Source: an optimization exercise on an open RTL-to-GDS flow (aim: small area and a short achievable clock period). Production flows keep margins and buffers that such runs may drop.
The RTL was checked by simulation tests, not by an equivalence proof against the original design.
The flow treats the clock pin as an ideal source, which a real chip does not have.
Power is estimated from default activity; no workload was simulated.

`flow/config.mk`:
```
export PLATFORM = sky130hd
export DESIGN_NAME = bus_slave
export DESIGN_NICKNAME = bus_slave
export VERILOG_FILES = /design/flow/design.v
export SDC_FILE = /design/flow/constraint.sdc
export NUM_CORES = 4
export LEC_CHECK = 0
export CAP_MARGIN = 20
export CORE_MARGIN = 2
export CORE_UTILIZATION = 75
export SETUP_SLACK_MARGIN = 2.3
export SLEW_MARGIN = 20
```
`flow/constraint.sdc`:
```
create_clock -name core_clock -period 4.0 [get_ports {CLK}]
set_input_delay 0.8000 -clock core_clock [delete_from_list [all_inputs] [get_ports {CLK}]]
set_output_delay 0.8000 -clock core_clock [all_outputs]
set_load 0.01 [all_outputs]
```
`flow/design.v`:
```
module bus_slave (
    input  logic CLK,
    input  logic RSTN,
    input  logic B_UTIL,
    input  logic B_RW,
    input  logic B_BUS_IN,
    output logic S_ACK,
    output logic S_BUS_OUT,
    output logic S_BSY
);
    logic       s_addr, s_aack, s_wdata, s_wack, s_rdata;
    logic [3:0] cnt;
    logic [7:0] addr;        
    logic       ok;          
    logic       rw;
    logic [7:0] wd;          
    logic [7:0] rd;          
    wire idle = !(s_addr || s_aack || s_wdata || s_wack || s_rdata);
    wire last = (s_addr && (cnt == 4'd15)) ||
                ((s_aack || s_wack) && (cnt[1:0] == 2'd3)) ||
                ((s_wdata || s_rdata) && (cnt[2:0] == 3'd7));
    wire e8     = (cnt == 4'd8);
    wire e12    = (cnt == 4'd12);
    wire ok_d   = s_addr ? ((ok || e8) && (B_BUS_IN ^ !e12)) : ok;
    wire aack_d = (B_UTIL && s_addr && last) || (s_aack && !last);
    wire wdata_d = (s_aack && last && ok && rw) || (B_UTIL && s_wdata && !last);
    wire wack_d = (B_UTIL && s_wdata && last) || (s_wack && !last);
    wire rdata_d = (s_aack && last && ok && !rw) || (s_rdata && !(B_UTIL && last));
    wire addr_d = B_UTIL && (idle || (s_addr && !last));
    wire inc    = (!last && (s_aack || s_wack)) ||
                  (B_UTIL && (idle || (!last && (s_addr || s_wdata || s_rdata))));
    wire stay_hi = !((s_aack && last && !ok) || (s_wack && last) || (s_rdata && last));
    wire stay_lo = (s_aack && !(last && !ok)) || (s_wack && !last) || s_rdata;
    wire bsy_d  = B_UTIL ? stay_hi : stay_lo;
    wire ack_d  = (s_wack && !last) || (s_aack && !last && ok) ||
                  (B_UTIL && ((s_wdata && last) || (s_addr && last && ok && !B_BUS_IN)));
    wire mem_we = s_wack && (cnt[1:0] == 2'd0);
    always_ff @(posedge CLK or negedge RSTN) begin
        if (!RSTN) begin
            s_addr    <= 1'b0;
            s_aack    <= 1'b0;
            s_wdata   <= 1'b0;
            s_wack    <= 1'b0;
            s_rdata   <= 1'b0;
            cnt       <= '0;
            S_BSY     <= 1'b0;
            S_ACK     <= 1'b0;
            S_BUS_OUT <= 1'b0;
        end else begin
            s_addr    <= addr_d;
            s_aack    <= aack_d;
            s_wdata   <= wdata_d;
            s_wack    <= wack_d;
            s_rdata   <= rdata_d;
            cnt       <= inc ? cnt + 4'd1 : 4'd0;
            S_BSY     <= bsy_d;
            S_ACK     <= ack_d;
            S_BUS_OUT <= s_rdata && B_UTIL && rd[cnt[2:0]];
        end
    end
    logic [2047:0] ring;     
    logic [7:0]    ph;       
    logic [7:0]    rp;       
    logic [5:0]    rlo6;     
    logic [3:0]    rhi4;
    logic [7:0]    wq;       
    logic          wpend;    
    logic [3:0]    rlo;      
    logic [7:0]    rhi;      
    logic          rcap;     
    logic          rhit;     
    logic [15:0]   wen;      
    logic          wins;     
    logic [7:0]    tq;
    logic          rcap_q, rhit_q;
    wire rwin_n = (s_addr && (cnt >= 4'd10)) || (s_aack && !cnt[1]);
    wire       wpend_n = mem_we || (wpend && !wins);
    wire [7:0] rp_n    = {rhi4 + 4'(rlo6[5:4]), rlo6[3:0]};    
    logic [7:0] tap;
    always_comb begin
        tap = '0;
        for (int m = 0; m < 32; m++)
            tap = tap | ({8{rhi[m / 4] & rlo[m % 4]}} & ring[64*m +: 8]);
    end
    always_ff @(posedge CLK) begin
        if (idle || (s_addr && !cnt[3])) addr <= {B_BUS_IN, addr[7:1]};
        ok <= ok_d;
        if (s_addr) rw <= B_RW;
        if (s_wdata) wd <= {B_BUS_IN, wd[7:1]};
        ph    <= ph + 8'd1;
        rlo6  <= 6'(addr[3:0]) + 6'(ph[3:0]) + 6'd3;
        rhi4  <= addr[7:4] + ph[7:4];
        rp    <= rp_n;
        wq    <= mem_we ? rp_n : wq + 8'd1;
        wpend <= wpend_n;
        rcap  <= rwin_n && (rp[2:0] == 3'd0);
        for (int i = 0; i < 4; i++) rlo[i] <= (rp[4:3] == 2'(i));
        for (int i = 0; i < 8; i++) rhi[i] <= (rp[7:5] == 3'(i));
        rhit  <= wpend && !wins && (rp == wq);
        for (int j = 0; j < 16; j++)
            wen[j] <= mem_we ? (rp == 8'(16 * j)) : (wpend && !wins && (wq == 8'(16 * j)));
        wins  <= mem_we ? (rp[3:0] == 4'd0) : (wpend && !wins && (wq[3:0] == 4'd0));
        tq     <= tap;
        rcap_q <= rcap;
        rhit_q <= rhit;
        if (rcap_q) rd <= rhit_q ? wd : tq;
    end
    always_ff @(posedge CLK) begin
        for (int s = 0; s < 256; s++) begin
            if ((s % 16 == 1) && wen[s / 16])
                ring[8*s +: 8] <= wd;
            else
                ring[8*s +: 8] <= ring[8*((s + 255) % 256) +: 8];
        end
    end
endmodule
```
`flow/flow/run.sh`:
```
#!/bin/bash
# The standard layout with a faster clock tree: clock tree synthesis builds
# clkbuf_8 leaf buffers as usual, then flow/post_cts.tcl turns its root and its
# first tree level into inverters (four root inverters fed by the clock port).
set -euo pipefail
here=$(pwd)
export CTS_ARGS="-sink_clustering_enable -repair_clock_nets -sink_clustering_size 16 -sink_clustering_max_diameter 60 -buf_list {sky130_fd_sc_hd__clkbuf_8 sky130_fd_sc_hd__clkbuf_16} -root_buf sky130_fd_sc_hd__clkbuf_16 -tree_buf sky130_fd_sc_hd__clkbuf_16 -sink_clustering_buffer sky130_fd_sc_hd__clkbuf_8"
export POST_CTS_TCL="$here/flow/post_cts.tcl"
bash standard.sh > "$here/standard_flow.log" 2>&1
```
`flow/flow/post_cts.tcl`:
```
# Runs after clock tree synthesis (POST_CTS_TCL). Clock tree synthesis builds a
# root buffer driving one level of tree buffers, which drive the leaf buffers.
# This turns the root and the tree level into inverters (two inversions, so the
# registers still see the clock's rising edge): the root becomes four inverters
# fed by the clock port, each driving the tree inverters of one quarter of the
# core. Inverters are single-stage cells, so the insertion delay shrinks, and the
# tree stays balanced: every register is three cells from the clock port.
proc replace_with { inst master_name } {
  set block [ord::get_db_block]
  set master [[ord::get_db] findMaster $master_name]
  set in [[$inst findITerm A] getNet]
  set out ""
  foreach it [$inst getITerms] { if { [[$it getMTerm] getIoType] eq "OUTPUT" } { set out [$it getNet] } }
  set loc [$inst getLocation]
  set name [$inst getName]
  odb::dbInst_destroy $inst
  set ni [odb::dbInst_create $block $master $name]
  $ni setLocation [lindex $loc 0] [lindex $loc 1]
  $ni setPlacementStatus PLACED
  $ni setSourceType TIMING
  [$ni findITerm A] connect $in
  foreach it [$ni getITerms] { if { [[$it getMTerm] getIoType] eq "OUTPUT" } { $it connect $out } }
  return $ni
}

proc invert_clock_tree { nroot root_master tree_master } {
  set block [ord::get_db_block]
  set master [[ord::get_db] findMaster $root_master]
  set clk [$block findNet CLK]
  set its [$clk getITerms]
  if { [llength $its] != 1 } { error "invert_clock_tree: CLK drives [llength $its] pins" }
  set root [[lindex $its 0] getInst]
  set rootnet ""
  foreach it [$root getITerms] { if { [[$it getMTerm] getIoType] eq "OUTPUT" } { set rootnet [$it getNet] } }
  set pts {}
  foreach it [$rootnet getITerms] {
    set t [$it getInst]
    if { $t eq $root } { continue }
    set bb [$t getBBox]
    lappend pts [list [expr {([$bb xMin] + [$bb xMax]) / 2}] [expr {([$bb yMin] + [$bb yMax]) / 2}] $t]
  }
  set groups [list $pts]
  set axis 0
  while { [llength $groups] < $nroot } {
    set ng {}
    foreach g $groups {
      set s [lsort -integer -index $axis $g]
      set h [expr {[llength $s] / 2}]
      lappend ng [lrange $s 0 [expr {$h - 1}]] [lrange $s $h end]
    }
    set groups $ng
    set axis [expr {1 - $axis}]
  }
  set k 0
  foreach g $groups {
    set sx 0; set sy 0
    foreach p $g { incr sx [lindex $p 0]; incr sy [lindex $p 1] }
    set cx [expr {$sx / [llength $g]}]; set cy [expr {$sy / [llength $g]}]
    set inst [odb::dbInst_create $block $master "clkroot_$k"]
    $inst setLocation $cx $cy
    $inst setPlacementStatus PLACED
    $inst setSourceType TIMING
    set net [odb::dbNet_create $block "clknet_root_$k"]
    $net setSigType CLOCK
    [$inst findITerm A] connect $clk
    foreach it [$inst getITerms] { if { [[$it getMTerm] getIoType] eq "OUTPUT" } { $it connect $net } }
    foreach p $g {
      set t [replace_with [lindex $p 2] $tree_master]
      set a [$t findITerm A]
      $a disconnect
      $a connect $net
    }
    puts "invert_clock_tree: clkroot_$k at ($cx $cy) drives [llength $g] tree inverters"
    incr k
  }
  odb::dbInst_destroy $root
  odb::dbNet_destroy $rootnet
}

invert_clock_tree 4 sky130_fd_sc_hd__inv_16 sky130_fd_sc_hd__inv_8
detailed_placement
check_placement -verbose
estimate_parasitics -placement
report_clock_skew
report_worst_slack -max
report_worst_slack -min
```
`flow/standard.sh`:
```
#!/bin/bash
# synth_recipe.tcl (not shown) runs the flow's synth.tcl, then flattens the netlist and writes it again
# the make line also repeats each setting of config.mk as NAME=value (left out here)
make -C /OpenROAD-flow-scripts/flow DESIGN_CONFIG=/design/flow/config.mk WORK_HOME=/design/flow/orfs CLKGATE_MAP_FILE= SYNTH_SCRIPT=/design/flow/synth_recipe.tcl "${@:-finish}"
```
==> results of run 1 <==
-- layout by cell type, fill, tap and decap left out, drive strengths merged, types with 9 or more instances in the layout --
cell type  Yosys  routed
nor2          16      16
a22o          32      32
a22oi         74      74
ha            19      19
a21oi         16      16
dfrtp         12      12
buf           12      39
edfxtp        26      26
nand2         47      47
xnor2         20      20
inv           40      74
a222oi        19      19
dfxtp       2124    2124
o21ai          9       9
clkbuf        60     146
o22ai         22      22
mux2         138     138
nand3         37      37
nand4         12      12
-- critical path: stages, from the launching register on --
cell and delay [ns]:
dfxtp_2 0.42, buf_6 0.23, inv_1 0.30, o22ai_1 0.13
a221oi_1 0.32, nand4_1 0.18
-- cell type report, without the clock buffers --
cell class	instances	area [µm²]
repair buffers	44	427
diodes	1	2.50
clock inverters	34	348
inverters	40	150
well taps	855	1070
multi-input cells	538	4560
flip-flops and latches	2162	43600
fillers	3076	12000
-- path summary, 6_finish.rpt --
kind                       depth (start not counted)  slack (ns)          to
min in group asynchronous                          1        0.80       S_BSY
hold / removal                                     0        0.32  ring[1852]
max in group asynchronous                          1        2.80      cnt[1]
hold reg to reg                                    0        0.32  ring[1852]
setup / recovery                                   5        2.26       tq[5]
setup reg to reg                                   5        2.26       tq[5]
-- per-layer routing --
layer	up-vias	wire (µm)	share of wire [%]	track usage, %
met2	645	37800	45	39.4
met5	-	0	0	0
met3	213	4320	5.2	3.97
met1	9659	37700	45	35.5
met4	0	3630	4.3	10.6
li1	9346	-	-	-
-- cell families after synthesis --
logic type	after synthesis	synth area share, %
muxes	144	3.38
xor gates and xnor gates	28	0.506
AOI/OAI and AO/OA	197	3.08
DFF	2162	89.9
adders and majority gates	22	0.614
and+or+nand+nor	147	1.58
buffers and inverters	112	0.883
-- flip-flops by register name, indices dropped and copies added, names as in the netlist, 4 cells and up, named ones only --
register and flops:
rd 8, rlo6 6, wen 16, rlo 4, wq 8, addr 8
wd 8, ring 2048, rp 8, cnt 4, rhi 8, rhi4 4
tq 8, ph 8
-- through the flow --
| stage | utilization, % | cells |
|---|---|---|
| floorplan | - | 2812 |
| global placement | 77.0 | 3614 |
| detailed placement | 77.0 | 3614 |
| global route | 81.3 | 3818 |
| finish | 81.3 | 3819 |
-- power breakdown --
group | leakage (nW) | internal [mW] | switching [mW]
logic | 2.13 | 0.664 | 1.08
registers | 17.5 | 22.2 | 0.567
clock network | 1.26 | 3.58 | 6.22
total | 20.9 | 26.5 | 7.87
==> impl_metrics.csv, run 1 <==
group,metric,value,unit
place,hpwl,49200,µm
place,place_area,49400,µm²
yosys,synth-seq-cells,2162,
yosys,synth_largest_area_cell,"dfxtp_1",
die,die_area,66700,µm²
timing,max_freq,574,MHz
place,routabilityCongestion,0.801,
global_route,grt_max_degree,32,
timing,fin_ws,2.26,ns
place,portBuffers,7,
die,die_w,258,µm
place,dp_slack,1.89,ns
clock_network,cts_num_sinks,2162,
min_path,hold_path.startpoint,"ring[1844]",
worst_setup_path,end_kind,"flop",
pwr,p_total,34.3,mW
worst_setup_path,startpoint_type,"flop",
yosys,netlist_instances,2812,
pwr,p_leak,20.9,nW
die,boundaryPins,8,
timing,period_share,43.6,%
yosys,avgSynthCellArea,17.2,µm²
yosys,ys.flop_type,"dfxtp_1",
timing,hold_violations,0,
finish,fin_area,52200,µm²
drt,drt_iter0_drc,1400,
yosys,synth_common_cells,"dfxtp_1 (2,124), mux2_2 (138), a22oi_1 (74), clkbuf_1 (60), nand2_1 (46)",
finish,drive_gt1_share,13.5,%
worst_setup_path,rr_startpoint,"rhi[1]",
drt,vias,19900,
yosys,synth_edf_count,26,
drt,ant_nets,0,
worst_setup_path,critPathKind,"flop to flop",
clock_network,path_clk_slew,0.09,ns
clock_network,clk_latency,0.35,ns
timing,fin_skew,0.0229,ns
global_route,grt_pass1_wl,124000,µm
drt,drtPass1Iterations,7,
global_route,antenna_found_initial,1,
clock_network,cts_tree,"built",
timing,fin_tns_setup,0,ns
timing,slew_headroom,21.1,%
finish,area_growth,7.72,%
min_path,hp-class,"flop to flop",
yosys,syn_area,48500,µm²
finish,nets,2969,
timing,rsz0062_at_grt,"true",
die,start_util,75.5,%
worst_setup_path,arrival,1.94,ns
yosys,synth.most_common_cell,"dfxtp_1",
yosys,synth.top_cell.area_share,87.7,%
pwr,ir_drop,0.000520,V
global_route,first_global_vias,20700,
timing,finalSetupViolCount,0,
drt,drt-vias-per-instance,5.20,
global_route,grtUsageTotal,25.1,%
yosys,synth_cell_types,54,
drt,drc,0,
die,num_rows,93,
timing,slew_violations,0,
die,chipHeight,258,µm
worst_setup_path,startpoint,"rhi[1]",
drt,routed_wl,83400,µm
die,core,64200,µm²
timing,whs,0.316,ns
yosys,synth_warnings,1,
yosys,ys_seq_area_share,89.9,%
worst_setup_path,cp_data_required_time,4.20,ns
run_status,status,"finished clean",
timing,worstMarginPinSlew,1.18,ns
timing,fin_crit,1.74,ns
yosys,synthesis.nets,2839,
pwr,p_per_area,657,nW/µm²
drt,wire_per_inst,21.8,µm
yosys,async_reset_ff_share,0.555,%
yosys,yosys-top-cells-area,"dfxtp_1 (88%), mux2_2 (3.2%), edfxtp_1 (1.6%)",
global_route,grt_overflow,0,
worst_setup_path,crit_fanout,21,
flow_run,drv_cap,0,
==> inputs of run 2 (changes only) <==
--- a/flow/config.mk
+++ b/flow/config.mk
@@ -8,5 +8,5 @@
 export CAP_MARGIN = 20
 export CORE_MARGIN = 2
 export CORE_UTILIZATION = 75
-export SETUP_SLACK_MARGIN = 2.3
+export SETUP_SLACK_MARGIN = 2.4
 export SLEW_MARGIN = 20
==> run 2 against run 1 <==
Still clean on timing, DRC and antenna. Routed wire length is 3.7% higher. Sequential power hardly changed. Combinational power grew about 20%. Die area unchanged. Clock power is 2% higher. Critical endpoint is now S_BUS_OUT. Largest power group unchanged. Highest routed layer is now met5.
==> impl_metrics.csv, run 2 <==
group,metric,value,unit
drt,wire_per_inst,22.5,µm
timing,fin_crit,1.69,ns
pwr,pwr-share-clk,28.6,%
run_status,status,"finished clean",
finish,nets,2991,
clock_network,clk_latency,0.36,ns
timing,fin_tns_setup,0,ns
finish,multi_input_area,4760,µm²
yosys,async_reset_ff_share,0.555,%
finish,seq_area,43700,µm²
worst_setup_path,critPathBufInv,1,
pwr,power.share.sequential,65.4,%
timing,finalSetupViolCount,0,
timing,hold_violations,0,
worst_setup_path,crit_fanout,1,
worst_setup_path,cp_data_required_time,3.20,ns
drt,drtPass1Iterations,5,
finish,area_growth,8.83,%
yosys,avgSynthCellArea,17.2,µm²
yosys,ys.flop_type,"dfxtp_1",
die,die_w,258,µm
worst_setup_path,cp.depth,1,
min_path,hold_depth,0,
finish,drive_gt1_share,15.3,%
worst_setup_path,crit_slowest_cell,"dfrtp_1",
yosys,yosys-top-cells-area,"dfxtp_1 (88%), mux2_2 (3.2%), edfxtp_1 (1.6%)",
die,start_util,75.5,%
yosys,ys_seq_area_share,89.9,%
pwr,switching_share,23.2,%
clock_network,path_clk_slew,0.10,ns
timing,slew_violations,0,
drt,drc,0,
global_route,grt_pass1_wl,127000,µm
min_path,hp-class,"flop to flop",
pwr,power.internal,26.8,mW
timing,rsz0062_at_grt,"true",
yosys,synth-seq-cells,2162,
finish,diodes,0,
yosys,synth_warnings,1,
timing,period_share,42.3,%
global_route,grt_max_degree,30,
place,hpwl,50300,µm
pwr,p_switching,8.11,mW
worst_setup_path,startpoint_type,"flop",
drt,drt_iter0_drc,1547,
worst_setup_path,max_stage_delay,0.41,ns
place,place_area,49400,µm²
worst_setup_path,critPathKind,"flop to primary output",
timing,worstMarginPinSlew,1.06,ns
clock_network,cts_num_sinks,2162,
yosys,synth.top_cell.area_share,87.7,%
drt,drt-met1-wl,38100,µm
place,dp_slack,1.87,ns
clock_network,cts_tree,"built",
drt,wl_met2,39700,µm
pwr,p_per_area,661,nW/µm²
worst_setup_path,end_kind,"primary output",
yosys,synth_edf_count,26,
finish,fill_cells,2958,
worst_setup_path,reg2reg_depth,4,
yosys,netlist_instances,2812,
yosys,synthesis.nets,2839,
die,num_rows,93,
finish,fin_area,52800,µm²
yosys,synth_cell_types,54,
global_route,antenna_found_initial,4,
die,boundaryPins,8,
finish,regMostFlops,"ring",
global_route,grtUsageTotal,25.9,%
flow_run,drv_cap,0,
finish,post-route-util,82.1,%
finish,largest_reg_flops,2048,
finish,final_common_cell,"dfxtp_1",
drt,ant_nets,0,
timing,fin_ws,2.31,ns
timing,slew_headroom,29.5,%
worst_setup_path,cp_cell_sequence,"buf_6",
yosys,synth.most_common_cell,"dfxtp_1",
pwr,comb_power_share,6.0,%
yosys,synth_common_cells,"dfxtp_1 (2,124), mux2_2 (138), a22oi_1 (74), clkbuf_1 (60), nand2_1 (46)",
worst_setup_path,critical_path.top_delay_family,"flip-flops",
die,chipHeight,258,µm
global_route,first_global_vias,20900,
timing,max_freq,591,MHz
global_route,grt_overflow,0,
finish,layout_common_cells,"dfxtp_1 (2,103), mux2_2 (138), clkbuf_8 (138)",
drt,drt-vias-per-instance,5.23,
timing,fin_skew,0.0297,ns
drt,top_layer_used,"met5",
pwr,ir_drop,0.000513,V
yosys,syn_area,48500,µm²
drt,vias,20100,
die,core,64200,µm²
place,portBuffers,7,
finish,reg.largest.list,"ring: 2048 flops, wen: 16 flops",
yosys,synth_largest_area_cell,"dfxtp_1",
pwr,p_leak,21.2,nW
die,die_area,66700,µm²
drt,dr_wl_met3,5060,µm
drt,routed_wl,86500,µm
place,routabilityCongestion,0.829,
worst_setup_path,arrival,0.89,ns
[run 2: cell counts after synthesis]
No cell type changed its count.
[run 2: area by class of cell, without the clock buffers]
type	count	share of cell area [%]
Multi-Input combinational cell	538	9.02
Timing Repair Buffer	66	1.27
Sequential cell	2162	82.8
Tap cell	855	2.03
Inverter	40	0.289
Clock inverter	38	0.740
[run 2: cell families (layout without fill, tap and decap cells)]
| group | after synthesis | count (layout) | synth area share (%) |
|---|---|---|---|
| compound gates | 197 | 197 | 3.08 |
| xor+xnor | 28 | 28 | 0.506 |
| fa+ha+maj | 22 | 22 | 0.614 |
| buf+inv | 112 | 288 | 0.883 |
| flops | 2162 | 2162 | 89.9 |
| mux | 144 | 144 | 3.38 |
| simple gates | 147 | 147 | 1.58 |
[run 2: power groups by stage]
stage / clock [mW] / sequential (mW) / combinational [mW]
finish: 9.98 / 22.8 / 2.10
global placement: 0 / 23.3 / 1.23
floorplan: 0 / 22.9 / 1.05
detailed placement: 0 / 23.3 / 1.29
global route: 10.9 / 22.9 / 2.20
[run 2: final timing paths]
path	from	end	slack, ns
max in group asynchronous	RSTN	cnt[1]	2.81
min in group asynchronous	RSTN	s_addr	0.79
hold / removal	ring[1995]	ring[2003]	0.31
setup / recovery	S_BUS_OUT	S_BUS_OUT	2.31
hold reg to reg	ring[1995]	ring[2003]	0.31
setup reg to reg	cnt[2]	S_ACK	2.34
[run 2: metal layers]
layer	up-vias	global-route usage, %
li1	9392	-
met1	9789	35.7
met4	2	10.4
met5	-	0
met2	703	41.1
met3	232	5.06
[run 2: stage by stage]
stage / std cells / hold WS [ns] / power, mW
floorplan: 2812 / 0.310 / 23.9
global placement: 3614 / 0.309 / 24.5
detailed placement: 3614 / 0.312 / 24.6
global route: 3843 / 0.319 / 36.0
finish: 3843 / 0.312 / 34.9
==> inputs of run 3 (changes only) <==
--- a/flow/config.mk
+++ b/flow/config.mk
@@ -7,6 +7,6 @@
 export LEC_CHECK = 0
 export CAP_MARGIN = 20
 export CORE_MARGIN = 2
-export CORE_UTILIZATION = 75
+export CORE_UTILIZATION = 65
 export SETUP_SLACK_MARGIN = 2.4
 export SLEW_MARGIN = 20
==> run 3 against run 2 <==
Still clean on timing, DRC and antenna. Routed wire length shrank 4.8%. Clock power shrank 0.6%. Via count shrank 1.8%. Fmax shrank 5.2%. Synthesized cell count is the same. Power grew 0.39%. Clock skew grew 0.0013 ns. Critical path type is now input port to flop. Highest routed layer is now met4.
==> impl_metrics.csv, run 3 <==
group,metric,value,unit
worst_setup_path,critPathBufInv,1,
worst_setup_path,cp_data_required_time,4.24,ns
yosys,ys_seq_area_share,89.9,%
global_route,antenna_found_initial,3,
yosys,netlist_instances,2812,
flow_run,drv_cap,0,
yosys,synth_edf_count,26,
timing,slew_headroom,33.5,%
yosys,synth_largest_area_cell,"dfxtp_1",
yosys,synth_cell_types,54,
timing,period_share,44.6,%
die,num_rows,100,
run_status,status,"finished clean",
timing,max_freq,561,MHz
yosys,synth-seq-cells,2162,
yosys,syn_area,48500,µm²
timing,slew_violations,0,
timing,finalSetupViolCount,0,
yosys,synth.top_cell.area_share,87.7,%
yosys,avgSynthCellArea,17.2,µm²
pwr,ir_drop,0.000388,V
worst_setup_path,arrival,2.02,ns
global_route,grt.busiest_layer,"met1",
yosys,yosys-top-cells-area,"dfxtp_1 (88%), mux2_2 (3.2%), edfxtp_1 (1.6%)",
worst_setup_path,cp_cell_sequence,"clkdlybuf4s50_1 > o21ai_0 > a31oi_4 > a21oi_2",
clock_network,path_clk_slew,0.10,ns
clock_network,cts_tree,"built",
worst_setup_path,critical_path.top_delay_family,"buffers and inverters",
finish,fill_cells,4830,
timing,hold_violations,0,
global_route,gr-usage-met2,31.6,%
min_path,hp-class,"flop to flop",
timing,fin_tns_setup,0,ns
place,routabilityCongestion,0.789,
finish,reg.largest.list,"ring: 2048 flops, wen: 16 flops",
drt,routed_wl,82400,µm
drt,vias,19800,
global_route,grtUsageTotal,21.3,%
finish,fin_area,53100,µm²
worst_setup_path,crit_slowest_cell,"clkdlybuf4s50_1",
drt,drc,0,
die,die_w,277,µm
global_route,grt_util_met1,32.0,%
finish,nets,3000,
drt,drt-vias-per-instance,4.98,
worst_setup_path,max_stage_delay,0.68,ns
finish,drive_gt1_share,15.7,%
drt,ant_nets,0,
finish,seq_area,43700,µm²
timing,fin_crit,1.78,ns
yosys,synth_warnings,1,
die,core,74200,µm²
drt,drtPass1Iterations,5,
worst_setup_path,end_kind,"flop",
die,start_util,65.3,%
timing,fin_skew,0.0311,ns
global_route,grt_pass1_wl,121000,µm
die,chipHeight,277,µm
yosys,synth.most_common_cell,"dfxtp_1",
worst_setup_path,critPathKind,"input port to flop",
yosys,async_reset_ff_share,0.555,%
pwr,p_per_area,659,nW/µm²
timing,fin_ws,2.22,ns
place,place_area,49700,µm²
drt,wire_per_inst,20.8,µm
place,dp_slack,1.81,ns
yosys,synth_common_cells,"dfxtp_1 (2,124), mux2_2 (138), a22oi_1 (74), clkbuf_1 (60), nand2_1 (46)",
global_route,grtUsageMet3,3.24,%
finish,layout_common_cells,"dfxtp_1 (2,104), clkbuf_8 (139), mux2_2 (138)",
finish,final_common_cell,"dfxtp_1",
clock_network,cts_num_sinks,2162,
die,die_area,76800,µm²
finish,regMostFlops,"ring",
timing,worstMarginPinSlew,0.997,ns
place,hpwl,47900,µm
finish,area_growth,9.61,%
clock_network,clk_latency,0.36,ns
global_route,grt_overflow,0,
finish,largest_reg_flops,2048,
finish,multi_input_area,4780,µm²
yosys,synthesis.nets,2839,
global_route,grt_max_degree,31,
worst_setup_path,crit_fanout,8,
drt,drt_iter0_drc,1390,
place,portBuffers,7,
worst_setup_path,startpoint_type,"input port",
die,boundaryPins,8,
global_route,first_global_vias,19900,
pwr,p_leak,21.2,nW
yosys,ys.flop_type,"dfxtp_1",
timing,rsz0062_at_grt,"true",
-- run 3: cell types whose count changed in the layout (fill, tap and decap cells not counted), sizes merged --
cell	delta
buf	+8
diode	+1
clkinv	-2
dlymetal6s2s	-1
clkdlybuf4s50	+1
clkbuf	+3
-- run 3: area by class of cell, without the clock buffers --
class / count / area share, %
diodes: 1 / 0.00471
clock inverters: 36 / 0.702
inverters: 40 / 0.287
multi-input cells: 538 / 8.99
flip-flops and latches: 2162 / 82.2
well taps: 969 / 2.28
repair buffers: 75 / 1.62
-- run 3: final timing paths --
| path | from | to | slack, ns | cells past startpoint |
|---|---|---|---|---|
| max | B_UTIL | S_BSY | 2.22 | 4 |
| min | ring[501] | ring[509] | 0.31 | 0 |
| max reg2reg | cnt[0] | s_rdata | 2.25 | 9 |
| min reg2reg | ring[501] | ring[509] | 0.31 | 0 |
| max in group asynchronous | RSTN | s_wdata | 2.81 | 1 |
| min in group asynchronous | RSTN | cnt[1] | 0.79 | 1 |
-- run 3: stage by stage --
stage	total power [mW]	utilization (%)	hold WS, ns	std cells
2_1_floorplan	23.9	-	0.310	2812
3_5_place_dp	24.7	66.9	0.312	3736
5_1_grt	36.3	71.6	0.311	3966
6_report	35.0	71.6	0.312	3967
3_3_place_gp	24.6	66.9	0.310	3736
-- run 3: power by group --
group / switching [mW] / leakage (nW) / internal [mW] / total [mW]
clock network: 6.20 / 1.31 / 3.72 / 9.92
logic: 1.27 / 2.41 / 0.971 / 2.24
registers: 0.640 / 17.5 / 22.2 / 22.9
-- run 3: cells by family (layout without fill, tap and decap cells) --
kind of cell / Yosys count / in the layout / synth area share (%)
other: 0 / 1 / 0
AOI/OAI and AO/OA: 197 / 197 / 3.08
muxes: 144 / 144 / 3.38
DFF: 2162 / 2162 / 89.9
and+or+nand+nor: 147 / 147 / 1.58
buffers and inverters: 112 / 297 / 0.883
adders and majority gates: 22 / 22 / 0.614
xor gates and xnor gates: 28 / 28 / 0.506
-- run 3: routing by layer --
metal / vias to the layer above / wire (µm)
met5: - / 0
met4: 0 / 2810
met3: 180 / 3730
met2: 463 / 35100
met1: 9689 / 40800
li1: 9433 / -
==> inputs of run 4 (changes only) <==
--- a/flow/config.mk
+++ b/flow/config.mk
@@ -7,6 +7,7 @@
 export LEC_CHECK = 0
 export CAP_MARGIN = 20
 export CORE_MARGIN = 2
-export CORE_UTILIZATION = 65
+export CORE_UTILIZATION = 70
 export SETUP_SLACK_MARGIN = 2.4
 export SLEW_MARGIN = 20
+export TNS_END_PERCENT = 5
==> run 4 against run 3 <==
Area after synthesis did not move. First-iteration DRC count grew 5.0%. Routed wire length shrank 4.0%. Still clean. Critical path type is now flop to flop. Register-to-register slack better by 0.03 ns. Final area shrank 1.7%. Sequential power about the same. Clock power decreased by 2%. Combinational power down 35%. Via count fell by 0.45%. Largest cell class unchanged. Cell count shrank 1.9%.
==> impl_metrics.csv, run 4 <==
group,metric,value,unit
worst_setup_path,rr_startpoint,"cnt[0]",
worst_setup_path,startpoint_type,"flop",
timing,hold_violations,0,
worst_setup_path,crit_fanout,6,
die,boundaryPins,8,
timing,fin_skew,0.0320,ns
drt,wire_per_inst,20.3,µm
place,place_area,49600,µm²
global_route,grt_max_degree,32,
timing,fin_crit,1.72,ns
place,portBuffers,7,
die,die_area,71400,µm²
yosys,synth_largest_area_cell,"dfxtp_1",
drt,wl_met2,34300,µm
yosys,yosys-top-cells-area,"dfxtp_1 (88%), mux2_2 (3.2%), edfxtp_1 (1.6%)",
clock_network,clk_latency,0.36,ns
yosys,synth.most_common_cell,"dfxtp_1",
timing,rsz0062_at_grt,"true",
timing,whs,0.315,ns
yosys,synth-seq-cells,2162,
finish,drive_gt1_share,13.0,%
global_route,grt_pass1_wl,118000,µm
worst_setup_path,startpoint,"cnt[0]",
pwr,p_leak,20.9,nW
worst_setup_path,reg2reg_slack,2.28,ns
drt,drt_iter0_drc,1460,
worst_setup_path,max_stage_delay,0.46,ns
timing,slew_headroom,22.5,%
yosys,ys_seq_area_share,89.9,%
worst_setup_path,end_kind,"flop",
pwr,p_per_area,652,nW/µm²
yosys,syn_area,48500,µm²
global_route,grt_overflow,0,
finish,largest_reg_flops,2048,
worst_setup_path,crit_slowest_cell,"or3b_4",
global_route,antenna_found_initial,3,
timing,finalSetupViolCount,0,
die,core,68600,µm²
timing,max_freq,583,MHz
drt,top_layer_used,"met4",
drt,drtPass1Iterations,6,
die,num_rows,96,
clock_network,cts_num_sinks,2162,
worst_setup_path,arrival,2.01,ns
flow_run,drv_cap,0,
finish,regMostFlops,"ring",
place,routabilityCongestion,0.844,
worst_setup_path,cp_data_required_time,4.29,ns
drt,drt-met1-wl,38400,µm
timing,worstMarginPinSlew,1.16,ns
clock_network,cts_tree,"built",
die,start_util,70.7,%
drt,routed_wl,79100,µm
min_path,hp-class,"flop to flop",
timing,period_share,42.9,%
timing,fin_ws,2.28,ns
drt,drc,0,
yosys,synth_cell_types,54,
finish,reg.largest.list,"ring: 2048 flops, wen: 16 flops",
drt,drt-vias-per-instance,5.06,
yosys,netlist_instances,2812,
worst_setup_path,cp_cell_sequence,"inv_2 > ha_4 > nand2_8 > nor4b_4 > or3b_4 > o22ai_2",
run_status,status,"finished clean",
clock_network,path_clk_slew,0.11,ns
global_route,first_global_vias,20000,
drt,dr_wl_met3,4080,µm
pwr,ir_drop,0.000509,V
drt,ant_nets,0,
yosys,synth_edf_count,26,
yosys,async_reset_ff_share,0.555,%
finish,layout_common_cells,"dfxtp_1 (2,114), mux2_2 (138), clkbuf_8 (137)",
place,hpwl,49000,µm
worst_setup_path,endpoint,"wen[0]",
die,die_w,267,µm
worst_setup_path,critPathKind,"flop to flop",
place,dp_slack,1.88,ns
finish,fin_area,52200,µm²
finish,area_growth,7.75,%
worst_setup_path,reg2reg_depth,6,
yosys,synth.top_cell.area_share,87.7,%
global_route,grtUsageTotal,22.4,%
yosys,synth_common_cells,"dfxtp_1 (2,124), mux2_2 (138), a22oi_1 (74), clkbuf_1 (60), nand2_1 (46)",
drt,vias,19700,
yosys,ys.flop_type,"dfxtp_1",
worst_setup_path,r2r_end,"wen[0]",
finish,final_common_cell,"dfxtp_1",
yosys,avgSynthCellArea,17.2,µm²
yosys,synth_warnings,1,
die,chipHeight,267,µm
timing,fin_tns_setup,0,ns
finish,nets,2969,
yosys,synthesis.nets,2839,
timing,slew_violations,0,
[run 4: cell counts after synthesis]
Identical to the previous run, type by type.
[run 4: layer usage]
layer,vias to the layer above,track usage [%]
li1,9348,-
met3,151,4.29
met2,518,33.5
met4,0,7.18
met5,-,0
met1,9660,33.2
[run 4: cell families (layout without fill, tap and decap cells)]
group / after synthesis / after routing / synth area share [%]
AO/OA/AOI/OAI: 197 / 197 / 3.08
XOR/XNOR: 28 / 28 / 0.506
adder cells (fa/ha/maj): 22 / 22 / 0.614
buffers and inverters: 112 / 260 / 0.883
flip-flops: 2162 / 2162 / 89.9
multiplexers: 144 / 144 / 3.38
other: 0 / 1 / 0
AND/OR/NAND/NOR: 147 / 147 / 1.58
[run 4: where the power goes]
group	internal [mW]	leakage [nW]	switching, mW	total (mW)
combinational	0.568	2.11	0.881	1.45
clock	3.65	1.27	6.10	9.75
sequential	22.2	17.5	0.669	22.9
total	26.4	20.9	7.64	34.1
[run 4: per-stage QoR]
stage / cells / utilization (%) / power, mW
final: 3892 / 76.2 / 34.1
after global routing: 3891 / 76.1 / 35.3
after floorplan: 2812 / - / 23.9
after global placement: 3698 / 72.3 / 24.6
after detailed placement: 3698 / 72.3 / 24.7
[run 4: worst min-delay path by stage]
| stage | from | end | slack (ns) | depth (start not counted) |
|---|---|---|---|---|
| 6_report | ring[848] | ring[856] | 0.32 | 0 |
| 3_3_place_gp | ring[861] | ring[869] | 0.31 | 0 |
| 5_1_grt | ring[1292] | ring[1300] | 0.32 | 0 |
| 3_5_place_dp | ring[1428] | ring[1436] | 0.31 | 0 |
| 2_1_floorplan | rcap | rcap_q | 0.31 | 0 |
[run 4: worst max-delay path, delay by kind of cell (launching register included)]
family          cells  cell delay [ns]
fa+ha+maj           1             0.18
flops               1             0.44
buf+inv             1             0.08
simple gates        3             0.79
compound gates      1             0.16
[run 4: area by class of cell, without the clock buffers]
type | count | area (µm²)
Multi-Input combinational cell | 538 | 4530
Inverter | 40 | 154
Timing Repair Buffer | 44 | 353
Sequential cell | 2162 | 43600
Antenna cell | 1 | 2.50
Tap cell | 931 | 1160
Clock inverter | 32 | 333
Fill cell | 3970 | 16400
==> inputs of run 5 (changes only) <==
--- a/flow/config.mk
+++ b/flow/config.mk
@@ -10,4 +10,4 @@
 export CORE_UTILIZATION = 70
 export SETUP_SLACK_MARGIN = 2.4
 export SLEW_MARGIN = 20
-export TNS_END_PERCENT = 5
+export TNS_END_PERCENT = 20
==> run 5 against run 4 <==
Area after synthesis unchanged. Global-route usage increased by 0.090 points. Sequential power about the same. Cell count grew 0.28%. Fmax rose by 0.32%. Power increased by 0.82%.
==> impl_metrics.csv, run 5 <==
group,metric,value,unit
timing,worstMarginPinSlew,1.16,ns
worst_setup_path,startpoint_type,"flop",
place,place_area,49600,µm²
worst_setup_path,rr_startpoint,"cnt[1]",
global_route,grt_overflow,0,
yosys,synthesis.nets,2839,
run_status,status,"finished clean",
pwr,ir_drop,0.000512,V
timing,max_freq,585,MHz
yosys,async_reset_ff_share,0.555,%
pwr,p_per_area,654,nW/µm²
pwr,p_leak,21.0,nW
worst_setup_path,reg2reg_depth,6,
yosys,ys_seq_area_share,89.9,%
clock_network,path_clk_slew,0.09,ns
die,start_util,70.7,%
place,portBuffers,7,
worst_setup_path,reg2reg_slack,2.29,ns
timing,slew_violations,0,
global_route,grtUsageTotal,22.5,%
worst_setup_path,end_kind,"flop",
drt,vias,19800,
yosys,synth.top_cell.area_share,87.7,%
worst_setup_path,cp_data_required_time,4.28,ns
pwr,switching_share,22.6,%
yosys,synth_cell_types,54,
drt,routed_wl,80800,µm
place,dp_slack,1.88,ns
die,die_w,267,µm
global_route,grt_pass1_wl,118000,µm
die,num_rows,96,
place,routabilityCongestion,0.844,
min_path,hp-class,"flop to flop",
yosys,synth_largest_area_cell,"dfxtp_1",
finish,final_common_cell,"dfxtp_1",
finish,regMostFlops,"ring",
timing,fin_tns_setup,0,ns
min_path,hold_depth,0,
pwr,p_switching,7.78,mW
place,hpwl,49000,µm
yosys,synth_common_cells,"dfxtp_1 (2,124), mux2_2 (138), a22oi_1 (74), clkbuf_1 (60), nand2_1 (46)",
die,core,68600,µm²
drt,wire_per_inst,20.7,µm
finish,area_growth,8.37,%
timing,finalSetupViolCount,0,
finish,layout_common_cells,"dfxtp_1 (2,110), mux2_2 (138), clkbuf_8 (137)",
min_path,hold_path_end,"ring[856]",
timing,fin_crit,1.71,ns
die,chipHeight,267,µm
timing,slew_headroom,22.8,%
drt,ant_nets,0,
pwr,pwr-share-clk,28.4,%
yosys,netlist_instances,2812,
die,die_area,71400,µm²
flow_run,drv_cap,0,
clock_network,cts_num_sinks,2162,
pwr,comb_power_share,5.1,%
timing,period_share,42.8,%
finish,reg.largest.list,"ring: 2048 flops, wen: 16 flops",
drt,drt-vias-per-instance,5.06,
worst_setup_path,cp_cell_sequence,"inv_2 > ha_4 > nand2_8 > nor4b_4 > or3b_4 > o22ai_2",
finish,nets,2981,
die,boundaryPins,8,
global_route,grt_max_degree,32,
global_route,antenna_found_initial,3,
global_route,first_global_vias,20100,
timing,fin_ws,2.29,ns
timing,hold_violations,0,
drt,drt_iter0_drc,1360,
drt,drtPass1Iterations,5,
yosys,synth.most_common_cell,"dfxtp_1",
worst_setup_path,max_stage_delay,0.48,ns
worst_setup_path,crit_fanout,6,
yosys,ys.flop_type,"dfxtp_1",
pwr,p_total,34.4,mW
timing,fin_skew,0.0283,ns
pwr,power.share.sequential,66.5,%
pwr,power.internal,26.6,mW
finish,largest_reg_flops,2048,
worst_setup_path,critPathKind,"flop to flop",
min_path,hold_path.startpoint,"ring[848]",
worst_setup_path,r2r_end,"wen[0]",
timing,rsz0062_at_grt,"true",
finish,diodes,0,
worst_setup_path,crit_slowest_cell,"or3b_4",
yosys,syn_area,48500,µm²
finish,drive_gt1_share,14.1,%
yosys,avgSynthCellArea,17.2,µm²
yosys,synth_edf_count,26,
yosys,synth-seq-cells,2162,
finish,fin_area,52500,µm²
clock_network,clk_latency,0.36,ns
worst_setup_path,arrival,1.99,ns
yosys,synth_warnings,1,
yosys,yosys-top-cells-area,"dfxtp_1 (88%), mux2_2 (3.2%), edfxtp_1 (1.6%)",
clock_network,cts_tree,"built",
drt,drc,0,
run 5: cell counts after synthesis:
Identical to the previous run, type by type.
run 5: layout make-up, without the clock buffers:
class                      instances  area, µm²
fill                            3932      16100
tap                              931       1160
multi-input combinational        538       4620
sequential                      2162      43600
clock inverter                    32        333
timing repair buffer              56        556
inverter                          40        156
run 5: worst max path at each step:
| stage | startpoint | slack (ns) | depth (start not counted) | to |
|---|---|---|---|---|
| 6_report | cnt[1] | 2.29 | 6 | wen[0] |
| 5_1_grt | cnt[1] | 2.23 | 6 | wen[0] |
| 3_5_place_dp | cnt[1] | 1.88 | 6 | cnt[3] |
| 3_3_place_gp | B_BUS_IN | 1.97 | 4 | ok |
| 2_1_floorplan | cnt[1] | 2.38 | 6 | wen[1] |
run 5: power groups by stage:
stage | sequential [mW] | clock [mW] | combinational (mW)
after global placement | 23.3 | 0 | 1.25
after global routing | 22.9 | 10.8 | 1.86
after floorplan | 22.9 | 0 | 1.05
final | 22.8 | 9.77 | 1.75
after detailed placement | 23.4 | 0 | 1.30
run 5: routing by layer:
metal  track usage [%]  wire, µm
met1              33.3     39300
met2              33.8     34900
met3              4.28      4120
met4              7.21      2450
met5                 0         0
run 5: per-stage QoR:
stage / cells / hold slack (ns) / util, %
floorplan: 2812 / 0.310 / -
global placement: 3698 / 0.310 / 72.3
detailed placement: 3698 / 0.312 / 72.3
global route: 3903 / 0.323 / 76.6
finish: 3903 / 0.314 / 76.6
run 5: worst max-delay path: cells and delay by family (launching register included):
kind	cells	cell delay (ns)
buffers and inverters	1	0.07
adder cells (fa/ha/maj)	1	0.18
AO/OA/AOI/OAI	1	0.18
flip-flops	1	0.42
AND/OR/NAND/NOR	3	0.80
run 5: cell families after synthesis:
group | count (synthesis) | share of synthesized area, %
compound gates | 197 | 3.08
xor+xnor | 28 | 0.506
fa+ha+maj | 22 | 0.614
buf+inv | 112 | 0.883
flops | 2162 | 89.9
mux | 144 | 3.38
simple gates | 147 | 1.58
==> inputs of run 6 (changes only) <==
--- a/flow/config.mk
+++ b/flow/config.mk
@@ -10,4 +10,3 @@
 export CORE_UTILIZATION = 70
 export SETUP_SLACK_MARGIN = 2.4
 export SLEW_MARGIN = 20
-export TNS_END_PERCENT = 20
==> run 6 against run 5 <==
Sequential power about the same. Utilization up 0.36 points. Cell count up 0.31%. Global-route usage up 0.39 points. Largest cell class unchanged. Critical path type is now flop to primary output. Still clean on timing, DRC and antenna.
==> impl_metrics.csv, run 6 <==
group,metric,value,unit
timing,hold_violations,0,
finish,area_growth,8.88,%
clock_network,cts_tree,"built",
place,hpwl,47600,µm
yosys,netlist_instances,2812,
timing,fin_ws,2.33,ns
clock_network,clk_latency,0.35,ns
drt,drt_iter0_drc,1444,
worst_setup_path,cp_cell_sequence,"buf_2",
timing,slew_headroom,27.9,%
timing,fin_crit,1.67,ns
die,chipHeight,267,µm
place,routabilityCongestion,0.817,
finish,drive_gt1_share,15.0,%
worst_setup_path,arrival,0.87,ns
timing,whs,0.308,ns
worst_setup_path,critPathKind,"flop to primary output",
global_route,grt_overflow,0,
global_route,grt_max_degree,33,
drt,drc,0,
drt,routed_wl,81600,µm
place,place_area,49600,µm²
yosys,synth-seq-cells,2162,
yosys,synth_edf_count,26,
yosys,synth.most_common_cell,"dfxtp_1",
global_route,antenna_found_initial,3,
die,core,68600,µm²
yosys,synth_warnings,1,
timing,fin_skew,0.0263,ns
worst_setup_path,crit_fanout,1,
finish,final_common_cell,"dfxtp_1",
finish,fill_cells,3926,
worst_setup_path,max_stage_delay,0.38,ns
yosys,ys_seq_area_share,89.9,%
timing,fin_tns_setup,0,ns
finish,nets,2989,
flow_run,drv_cap,0,
pwr,ir_drop,0.000405,V
yosys,syn_area,48500,µm²
die,num_rows,96,
global_route,first_global_vias,20300,
pwr,p_per_area,655,nW/µm²
worst_setup_path,critical_path.top_delay_family,"flip-flops",
finish,regMostFlops,"ring",
yosys,async_reset_ff_share,0.555,%
yosys,synth_common_cells,"dfxtp_1 (2,124), mux2_2 (138), a22oi_1 (74), clkbuf_1 (60), nand2_1 (46)",
finish,final-instance-count-excl-fill,3915,
die,boundaryPins,8,
timing,slew_violations,0,
pwr,p_leak,21.1,nW
worst_setup_path,crit_slowest_cell,"dfrtp_1",
global_route,grtUsageTotal,22.9,%
yosys,avgSynthCellArea,17.2,µm²
drt,ant_nets,0,
finish,seq_area,43600,µm²
worst_setup_path,cp_data_required_time,3.20,ns
worst_setup_path,startpoint_type,"flop",
yosys,ys.flop_type,"dfxtp_1",
timing,period_share,41.8,%
finish,multi_input_area,4730,µm²
die,start_util,70.7,%
run_status,status,"finished clean",
finish,layout_common_cells,"dfxtp_1 (2,108), clkbuf_8 (142), mux2_2 (138)",
yosys,yosys-top-cells-area,"dfxtp_1 (88%), mux2_2 (3.2%), edfxtp_1 (1.6%)",
finish,largest_reg_flops,2048,
yosys,synth_cell_types,54,
drt,vias,19900,
finish,reg.largest.list,"ring: 2048 flops, wen: 16 flops",
timing,finalSetupViolCount,0,
drt,drtPass1Iterations,7,
timing,max_freq,598,MHz
clock_network,cts_num_sinks,2162,
yosys,synth.top_cell.area_share,87.7,%
global_route,grt_pass1_wl,120000,µm
place,portBuffers,7,
yosys,synthesis.nets,2839,
worst_setup_path,end_kind,"primary output",
worst_setup_path,critPathBufInv,1,
finish,fin_area,52800,µm²
die,die_area,71400,µm²
clock_network,path_clk_slew,0.10,ns
yosys,synth_largest_area_cell,"dfxtp_1",
min_path,hp-class,"flop to flop",
timing,worstMarginPinSlew,1.08,ns
timing,rsz0062_at_grt,"true",
drt,drt-vias-per-instance,5.09,
place,dp_slack,1.87,ns
drt,wire_per_inst,20.9,µm
place,dp_cells,3697,
finish,diodes,0,
die,die_w,267,µm
## run 6: cell counts after synthesis
No cell type changed its count.
## run 6: kinds of logic (layout without fill, tap and decap cells)
logic type / count (synthesis) / after routing / share of synthesized area (%)
muxes: 144 / 144 / 3.38
AOI/OAI and AO/OA: 197 / 197 / 3.08
buffers and inverters: 112 / 284 / 0.883
DFF: 2162 / 2162 / 89.9
xor gates and xnor gates: 28 / 28 / 0.506
and+or+nand+nor: 147 / 147 / 1.58
adders and majority gates: 22 / 22 / 0.614
## run 6: path summary, 6_finish.rpt
| kind | start | endpoint | slack, ns | cells after the start |
|---|---|---|---|---|
| min in group asynchronous | RSTN | S_BUS_OUT | 0.79 | 1 |
| max reg2reg | cnt[0] | cnt[1] | 2.35 | 7 |
| max in group asynchronous | RSTN | cnt[1] | 2.82 | 1 |
| max | S_BUS_OUT | S_BUS_OUT | 2.33 | 1 |
| min reg2reg | ring[1639] | ring[1647] | 0.31 | 0 |
| min | ring[1639] | ring[1647] | 0.31 | 0 |
## run 6: worst register-to-register path, cell delays in order (launching register included)
cell	delay (ns)
dfrtp_2	0.43
buf_6	0.14
ha_4	0.17
ha_4	0.15
o21a_1	0.13
a21oi_4	0.21
o31a_1	0.22
and2_4	0.15
## run 6: final cells by class, without the clock buffers
| class | instances | area share, % |
|---|---|---|
| Sequential cell | 2162 | 82.7 |
| Tap cell | 931 | 2.21 |
| Timing Repair Buffer | 64 | 1.27 |
| Inverter | 40 | 0.292 |
| Clock inverter | 33 | 0.628 |
| Multi-Input combinational cell | 538 | 8.96 |
## run 6: per-stage QoR
step	power [mW]	util (%)
2_1_floorplan	23.9	-
3_3_place_gp	24.6	72.3
3_5_place_dp	24.7	72.3
5_1_grt	35.8	77.0
6_report	34.6	77.0
## run 6: per-layer routing
metal / up-vias / share of wire [%] / GRT usage [%]
met5: - / 0 / 0
met4: 0 / 3.9 / 8.96
met3: 202 / 5.3 / 4.62
met2: 553 / 44 / 34.4
met1: 9761 / 47 / 33.0
li1: 9393 / - / -
## run 6: where the power goes
part	leakage, nW	internal (mW)	switching [mW]
combinational	2.30	0.794	1.27
clock	1.28	3.67	6.13
sequential	17.5	22.2	0.522
==> inputs of run 7 (changes only) <==
==> flow/flow/run.sh (replaced) <==
#!/bin/bash
# The standard layout with a faster clock tree: clock tree synthesis builds
# clkbuf_8 leaf buffers as usual, then flow/post_cts.tcl turns its root and its
# first tree level into inverters (four root inverters fed by the clock port).
set -euo pipefail
here=$(pwd)
export CTS_ARGS="-sink_clustering_enable -repair_clock_nets -sink_clustering_size 20 -sink_clustering_max_diameter 50 -buf_list {sky130_fd_sc_hd__clkbuf_8 sky130_fd_sc_hd__clkbuf_16} -root_buf sky130_fd_sc_hd__clkbuf_16 -tree_buf sky130_fd_sc_hd__clkbuf_16 -sink_clustering_buffer sky130_fd_sc_hd__clkbuf_8"
export POST_CTS_TCL="$here/flow/post_cts.tcl"
bash standard.sh > "$here/standard_flow.log" 2>&1
--- a/flow/config.mk
+++ b/flow/config.mk
@@ -7,6 +7,6 @@
 export LEC_CHECK = 0
 export CAP_MARGIN = 20
 export CORE_MARGIN = 2
-export CORE_UTILIZATION = 70
+export CORE_UTILIZATION = 75
 export SETUP_SLACK_MARGIN = 2.4
 export SLEW_MARGIN = 20
==> run 7 against run 6 <==
Still clean on timing, DRC and antenna. Worst hold slack better by 0.015 ns. Flip-flop and latch count stayed put. Routed wire length up 4.2%. Critical path depth is 8 higher. Power decreased by 0.54%. Via count down 0.21%. Critical path type is now flop to flop. Largest cell class unchanged. Highest routed layer unchanged.
==> impl_metrics.csv, run 7 <==
group,metric,value,unit
run_status,status,"finished clean",
pwr,p_leak,21.0,nW
place,routabilityCongestion,0.829,
timing,fin_crit,1.74,ns
worst_setup_path,startpoint,"cnt[0]",
place,dp_cells,3614,
yosys,ys_seq_area_share,89.9,%
yosys,avgSynthCellArea,17.2,µm²
die,boundaryPins,8,
worst_setup_path,crit_slowest_cell,"dfrtp_2",
worst_setup_path,arrival,1.99,ns
worst_setup_path,startpoint_type,"flop",
worst_setup_path,cp_data_required_time,4.25,ns
worst_setup_path,rr_startpoint,"cnt[0]",
die,chipHeight,258,µm
drt,vias,19900,
flow_run,drv_cap,0,
drt,ant_nets,0,
yosys,yosys-top-cells-area,"dfxtp_1 (88%), mux2_2 (3.2%), edfxtp_1 (1.6%)",
finish,final-instance-count-excl-fill,3833,
worst_setup_path,max_stage_delay,0.44,ns
min_path,hp-class,"flop to flop",
yosys,synth-seq-cells,2162,
worst_setup_path,reg2reg_depth,9,
pwr,ir_drop,0.000546,V
yosys,synth_edf_count,26,
finish,fin_area,52400,µm²
global_route,first_global_vias,20500,
pwr,power.internal,26.5,mW
place,hpwl,50300,µm
worst_setup_path,reg2reg_slack,2.26,ns
yosys,synthesis.nets,2839,
pwr,p_switching,7.92,mW
timing,max_freq,575,MHz
clock_network,cts_num_sinks,2162,
finish,drive_gt1_share,14.8,%
drt,drt_iter0_drc,1417,
finish,nets,2956,
timing,finalSetupViolCount,0,
place,portBuffers,7,
die,core,64200,µm²
pwr,power.share.sequential,66.3,%
timing,rsz0062_at_grt,"true",
global_route,grt_pass1_wl,125000,µm
global_route,grtUsageTotal,25.5,%
worst_setup_path,critical_path.top_delay_family,"flip-flops",
timing,period_share,43.5,%
finish,reg.largest.list,"ring: 2048 flops, wen: 16 flops",
global_route,grt_overflow,0,
drt,routed_wl,85100,µm
yosys,netlist_instances,2812,
clock_network,clk_latency,0.35,ns
drt,drt-vias-per-instance,5.18,
finish,largest_reg_flops,2048,
timing,slew_headroom,29.9,%
worst_setup_path,end_kind,"flop",
drt,wire_per_inst,22.2,µm
drt,drtPass1Iterations,8,
timing,hold_violations,0,
pwr,comb_power_share,5.2,%
finish,final_common_cell,"dfxtp_1",
worst_setup_path,cp.depth,9,
yosys,ys.flop_type,"dfxtp_1",
global_route,antenna_found_initial,2,
global_route,grt_max_degree,32,
die,die_w,258,µm
timing,slew_violations,0,
yosys,synth_largest_area_cell,"dfxtp_1",
worst_setup_path,crit_fanout,7,
timing,worstMarginPinSlew,1.05,ns
worst_setup_path,critPathKind,"flop to flop",
finish,regMostFlops,"ring",
yosys,synth.top_cell.area_share,87.7,%
pwr,p_per_area,656,nW/µm²
worst_setup_path,critPathBufInv,3,
worst_setup_path,cp_cell_sequence,"buf_6 > ha_4 > ha_4 > o21a_1 > a21oi_4 > buf_4 > buf_6 > nand2_2 > o31ai_2",
timing,fin_tns_setup,0,ns
yosys,synth_common_cells,"dfxtp_1 (2,124), mux2_2 (138), a22oi_1 (74), clkbuf_1 (60), nand2_1 (46)",
pwr,switching_share,23.0,%
clock_network,cts_tree,"built",
place,place_area,49400,µm²
clock_network,path_clk_slew,0.12,ns
finish,area_growth,8.19,%
yosys,syn_area,48500,µm²
pwr,pwr-share-clk,28.5,%
finish,layout_common_cells,"dfxtp_1 (2,103), mux2_2 (138), clkbuf_8 (130)",
yosys,async_reset_ff_share,0.555,%
timing,fin_skew,0.0231,ns
yosys,synth.most_common_cell,"dfxtp_1",
die,die_area,66700,µm²
die,start_util,75.5,%
yosys,synth_warnings,1,
timing,whs,0.323,ns
yosys,synth_cell_types,54,
drt,drc,0,
die,num_rows,93,
finish,post-route-util,81.6,%
## run 7: area by class of cell, without the clock buffers
type | count | area [µm²]
well taps | 855 | 1070
multi-input cells | 538 | 4680
fillers | 3034 | 11800
diodes | 1 | 2.50
inverters | 40 | 153
flip-flops and latches | 2162 | 43700
repair buffers | 52 | 503
clock inverters | 53 | 541
## run 7: metrics by stage
| stage | power [mW] | worst slack, ns |
|---|---|---|
| final | 34.4 | 2.26 |
| after global routing | 35.5 | 2.20 |
| after detailed placement | 24.6 | 1.87 |
| after global placement | 24.5 | 1.97 |
| after floorplan | 23.9 | 2.38 |
## run 7: worst min-delay path by stage
stage / from / endpoint / slack [ns] / cells after the start
after floorplan: rcap / rcap_q / 0.31 / 0
after global placement: ring[727] / ring[735] / 0.31 / 0
after detailed placement: ring[1752] / ring[1760] / 0.31 / 0
after global routing: ring[1264] / ring[1272] / 0.32 / 0
final: ring[1579] / ring[1587] / 0.32 / 0
## run 7: cells by family (layout without fill, tap and decap cells)
group           after synthesis  count (layout)  synth area share (%)
buf+inv                     112             277                 0.883
compound gates              197             197                  3.08
xor+xnor                     28              28                 0.506
flops                      2162            2162                  89.9
fa+ha+maj                    22              22                 0.614
simple gates                147             147                  1.58
other cells                   0               1                     0
mux                         144             144                  3.38
## run 7: per-layer routing
| metal | vias to the layer above | share of wire, % | track usage (%) |
|---|---|---|---|
| met4 | 0 | 4.4 | 10.7 |
| met1 | 9682 | 44 | 35.9 |
| li1 | 9351 | - | - |
| met2 | 632 | 46 | 40.3 |
| met5 | - | 0 | 0 |
| met3 | 202 | 5.6 | 3.94 |
## run 7: power by group through the flow
stage	combinational (mW)	clock [mW]	sequential [mW]
after floorplan	1.05	0	22.9
after global routing	1.89	10.8	22.9
after global placement	1.23	0	23.3
final	1.79	9.81	22.8
after detailed placement	1.29	0	23.3
==> inputs of run 8 (changes only) <==
==> flow/flow/run.sh (replaced) <==
#!/bin/bash
# The standard layout with a faster clock tree: clock tree synthesis builds
# clkbuf_4 leaf buffers as usual, then flow/post_cts.tcl turns its root and its
# first tree level into inverters (four root inverters fed by the clock port).
set -euo pipefail
here=$(pwd)
export CTS_ARGS="-sink_clustering_enable -repair_clock_nets -sink_clustering_size 10 -sink_clustering_max_diameter 40 -buf_list {sky130_fd_sc_hd__clkbuf_4 sky130_fd_sc_hd__clkbuf_16} -root_buf sky130_fd_sc_hd__clkbuf_16 -tree_buf sky130_fd_sc_hd__clkbuf_16 -sink_clustering_buffer sky130_fd_sc_hd__clkbuf_4"
export POST_CTS_TCL="$here/flow/post_cts.tcl"
bash standard.sh > "$here/standard_flow.log" 2>&1
==> run 8 against run 7 <==
Utilization is 0.18 points lower. Clock power fell by 2%. Sequential power is essentially flat. Critical path type unchanged. Still clean on timing, DRC and antenna. Flip-flop and latch count unchanged. Combinational power increased by 6%. First-iteration DRC count decreased by 7.3%. Worst setup slack gained 0.0089 ns. Die area unchanged. Sequential share of layout area up 0.18 points.
==> impl_metrics.csv, run 8 <==
group,metric,value,unit
run_status,status,"finished clean",
timing,max_freq,578,MHz
place,place_area,49400,µm²
finish,fin_area,52300,µm²
worst_setup_path,max_stage_delay,0.45,ns
worst_setup_path,cp.depth,7,
finish,final_common_cell,"dfxtp_1",
min_path,hp-class,"flop to flop",
clock_network,path_clk_slew,0.12,ns
worst_setup_path,cp_cell_sequence,"buf_6 > ha_4 > ha_4 > o21a_1 > a21oi_4 > buf_12 > mux2i_1",
finish,reg.largest.list,"ring: 2048 flops, wen: 16 flops",
timing,fin_crit,1.73,ns
worst_setup_path,critPathKind,"flop to flop",
clock_network,clk_latency,0.37,ns
drt,drtPass1Iterations,8,
pwr,p_per_area,655,nW/µm²
worst_setup_path,crit_slowest_cell,"dfrtp_2",
die,die_area,66700,µm²
yosys,async_reset_ff_share,0.555,%
yosys,synth_largest_area_cell,"dfxtp_1",
clock_network,cts_tree,"built",
die,boundaryPins,8,
drt,drt_iter0_drc,1313,
clock_network,cts_num_sinks,2162,
drt,wire_per_inst,22.2,µm
timing,slew_headroom,26.6,%
pwr,ir_drop,0.000570,V
yosys,synth-simple-area-share,1.58,%
worst_setup_path,cp_data_required_time,4.27,ns
drt,drt-vias-per-instance,5.19,
timing,period_share,43.3,%
timing,slew_violations,0,
finish,fill_cells,3110,
die,start_util,75.5,%
finish,area_growth,7.96,%
worst_setup_path,critPathMostFrequentCell,"ha_4",
yosys,avgSynthCellArea,17.2,µm²
yosys,synth_top_family_by_area,"multiplexers",
die,chipHeight,258,µm
global_route,grt_pass1_wl,128000,µm
yosys,synth_warnings,1,
worst_setup_path,rr_startpoint,"cnt[1]",
yosys,synth.top_cell.area_share,87.7,%
pwr,p_leak,21.1,nW
worst_setup_path,r2r_end,"S_ACK",
yosys,synth_compound_area_share,3.08,%
worst_setup_path,end_kind,"flop",
worst_setup_path,crit_fanout,5,
worst_setup_path,critical_path.top_delay_family,"flip-flops",
yosys,synth_common_cells,"dfxtp_1 (2,124), mux2_2 (138), a22oi_1 (74), clkbuf_1 (60), nand2_1 (46)",
yosys,netlist_instances,2812,
place,routabilityCongestion,0.829,
yosys,ys.flop_type,"dfxtp_1",
yosys,synth.most_common_cell,"dfxtp_1",
yosys,synth-seq-cells,2162,
worst_setup_path,critPathBufInv,2,
timing,worstMarginPinSlew,1.10,ns
yosys,ys_seq_area_share,89.9,%
worst_setup_path,reg2reg_depth,7,
yosys,yosys-top-cells-area,"dfxtp_1 (88%), mux2_2 (3.2%), edfxtp_1 (1.6%)",
place,portBuffers,7,
yosys,synth_edf_count,26,
finish,nets,3059,
place,hpwl,50300,µm
yosys,synthAdderAreaFrac,0.614,%
die,core,64200,µm²
worst_setup_path,startpoint_type,"flop",
finish,drive_gt1_share,17.3,%
global_route,first_global_vias,21400,
drt,routed_wl,86900,µm
yosys,synthXorXnorAreaFrac,0.506,%
worst_setup_path,startpoint,"cnt[1]",
timing,fin_tns_setup,0,ns
timing,rsz0062_at_grt,"true",
pwr,p_total,34.3,mW
timing,hold_violations,0,
die,die_w,258,µm
timing,fin_skew,0.0288,ns
flow_run,drv_cap,0,
drt,ant_nets,0,
timing,finalSetupViolCount,0,
finish,largest_reg_flops,2048,
drt,drc,0,
global_route,grt_overflow,0,
yosys,synthMuxAreaShare,3.38,%
yosys,syn_area,48500,µm²
die,num_rows,93,
global_route,antenna_found_initial,2,
worst_setup_path,endpoint,"S_ACK",
worst_setup_path,reg2reg_slack,2.27,ns
yosys,synth_cell_types,54,
yosys,synthesis.nets,2839,
global_route,grt_max_degree,32,
finish,post-route-util,81.5,%
finish,layout_common_cells,"dfxtp_1 (2,104), clkbuf_4 (230), mux2_2 (138)",
drt,vias,20400,
global_route,grtUsageTotal,26.1,%
finish,regMostFlops,"ring",
worst_setup_path,arrival,2.00,ns
==> run 8: cell counts after synthesis <==
No cell type changed its count.
==> run 8: through the flow <==
step           hold WS (ns)  setup WS (ns)  instances
2_1_floorplan         0.310           2.38       2812
3_3_place_gp          0.309           1.97       3614
3_5_place_dp          0.312           1.87       3614
5_1_grt               0.313           2.25       3916
6_report              0.308           2.27       3918
==> run 8: worst min path at each step <==
stage                     startpoint         end  slack, ns  depth (start not counted)
after floorplan                 rcap      rcap_q       0.31                          0
final                      ring[593]   ring[601]       0.31                          0
after global placement     ring[727]   ring[735]       0.31                          0
after detailed placement  ring[1752]  ring[1760]       0.31                          0
after global routing        ring[15]    ring[23]       0.31                          0
==> run 8: logic make-up after synthesis <==
logic type	Yosys count
DFF	2162
and+or+nand+nor	147
buffers and inverters	112
muxes	144
xor gates and xnor gates	28
AOI/OAI and AO/OA	197
adders and majority gates	22
==> run 8: area by class of cell, without the clock buffers <==
cell class	instances	area, µm²	share of cell area [%]
Multi-Input combinational cell	538	4710	8.99
Tap cell	855	1070	2.04
Timing Repair Buffer	52	517	0.987
Sequential cell	2162	43700	83.4
Clock inverter	39	495	0.947
Inverter	40	153	0.292
Antenna cell	2	5.00	0.00956
==> run 8: power breakdown <==
group          switching, mW  leakage [nW]  internal [mW]  total [mW]
Clock                   6.35          1.31           3.28        9.62
Sequential             0.534          17.5           22.2        22.8
Combinational           1.15          2.22          0.744        1.90
Total                   8.03          21.1           26.2        34.3
==> run 8: routing by layer <==
metal | GRT usage [%] | vias to the layer above | part of all wire [%]
li1 | - | 9621 | -
met1 | 35.4 | 9868 | 44
met2 | 41.7 | 680 | 47
met3 | 5.09 | 182 | 5.6
met4 | 11.1 | 2 | 3.7
met5 | 0 | - | 0.014

[separate check: timing with driven ports]
Ports are ideal in the flow. The routed layouts listed here were re-timed in OpenROAD. Step 1 (the two cells are an assumption about what drives the block):
set clk [get_ports {CLK}]
set_driving_cell -lib_cell sky130_fd_sc_hd__clkbuf_16 $clk
set_driving_cell -lib_cell sky130_fd_sc_hd__buf_2 [delete_from_list [all_inputs] $clk]
Step 2 adds t to the input delays and takes it off the output delays; t is the mean of the earliest and latest rising clock arrival at the registers after step 1. Input paths then give back, and output paths get back, about the clock's delay inside the block. Three values: ideal ports, drivers, drivers and shift; two values: the first two.
run | shift t [ns] | setup WS [ns] | worst slew at a driven data input, ns | cell pins on the clock port's net
run 1 | 0.566 | 2.257 / 2.096 / 2.013 | 0.03 | 4
run 2 | 0.579 | 2.309 / 2.081 / 2.246 | 0.03 | 4
run 3 | 0.571 | 2.217 / 2.089 / 1.842 | 0.03 | 4
run 4 | 0.574 | 2.284 / 2.078 / 1.955 | 0.03 | 4
run 5 | 0.568 | 2.289 / 2.088 / 1.970 | 0.03 | 4
run 6 | 0.566 | 2.328 / 2.103 / 2.303 | 0.03 | 4
run 7 | 0.561 | 2.260 / 2.072 / 2.260 | 0.03 | 4
run 8 | 0.593 | 2.269 / 2.042 / 2.131 | 0.07 | 4
After both steps every run listed still meets setup and hold. For run 3, which loses most, drivers alone change the setup slack by -0.128 ns; drivers and shift together by -0.375 ns.
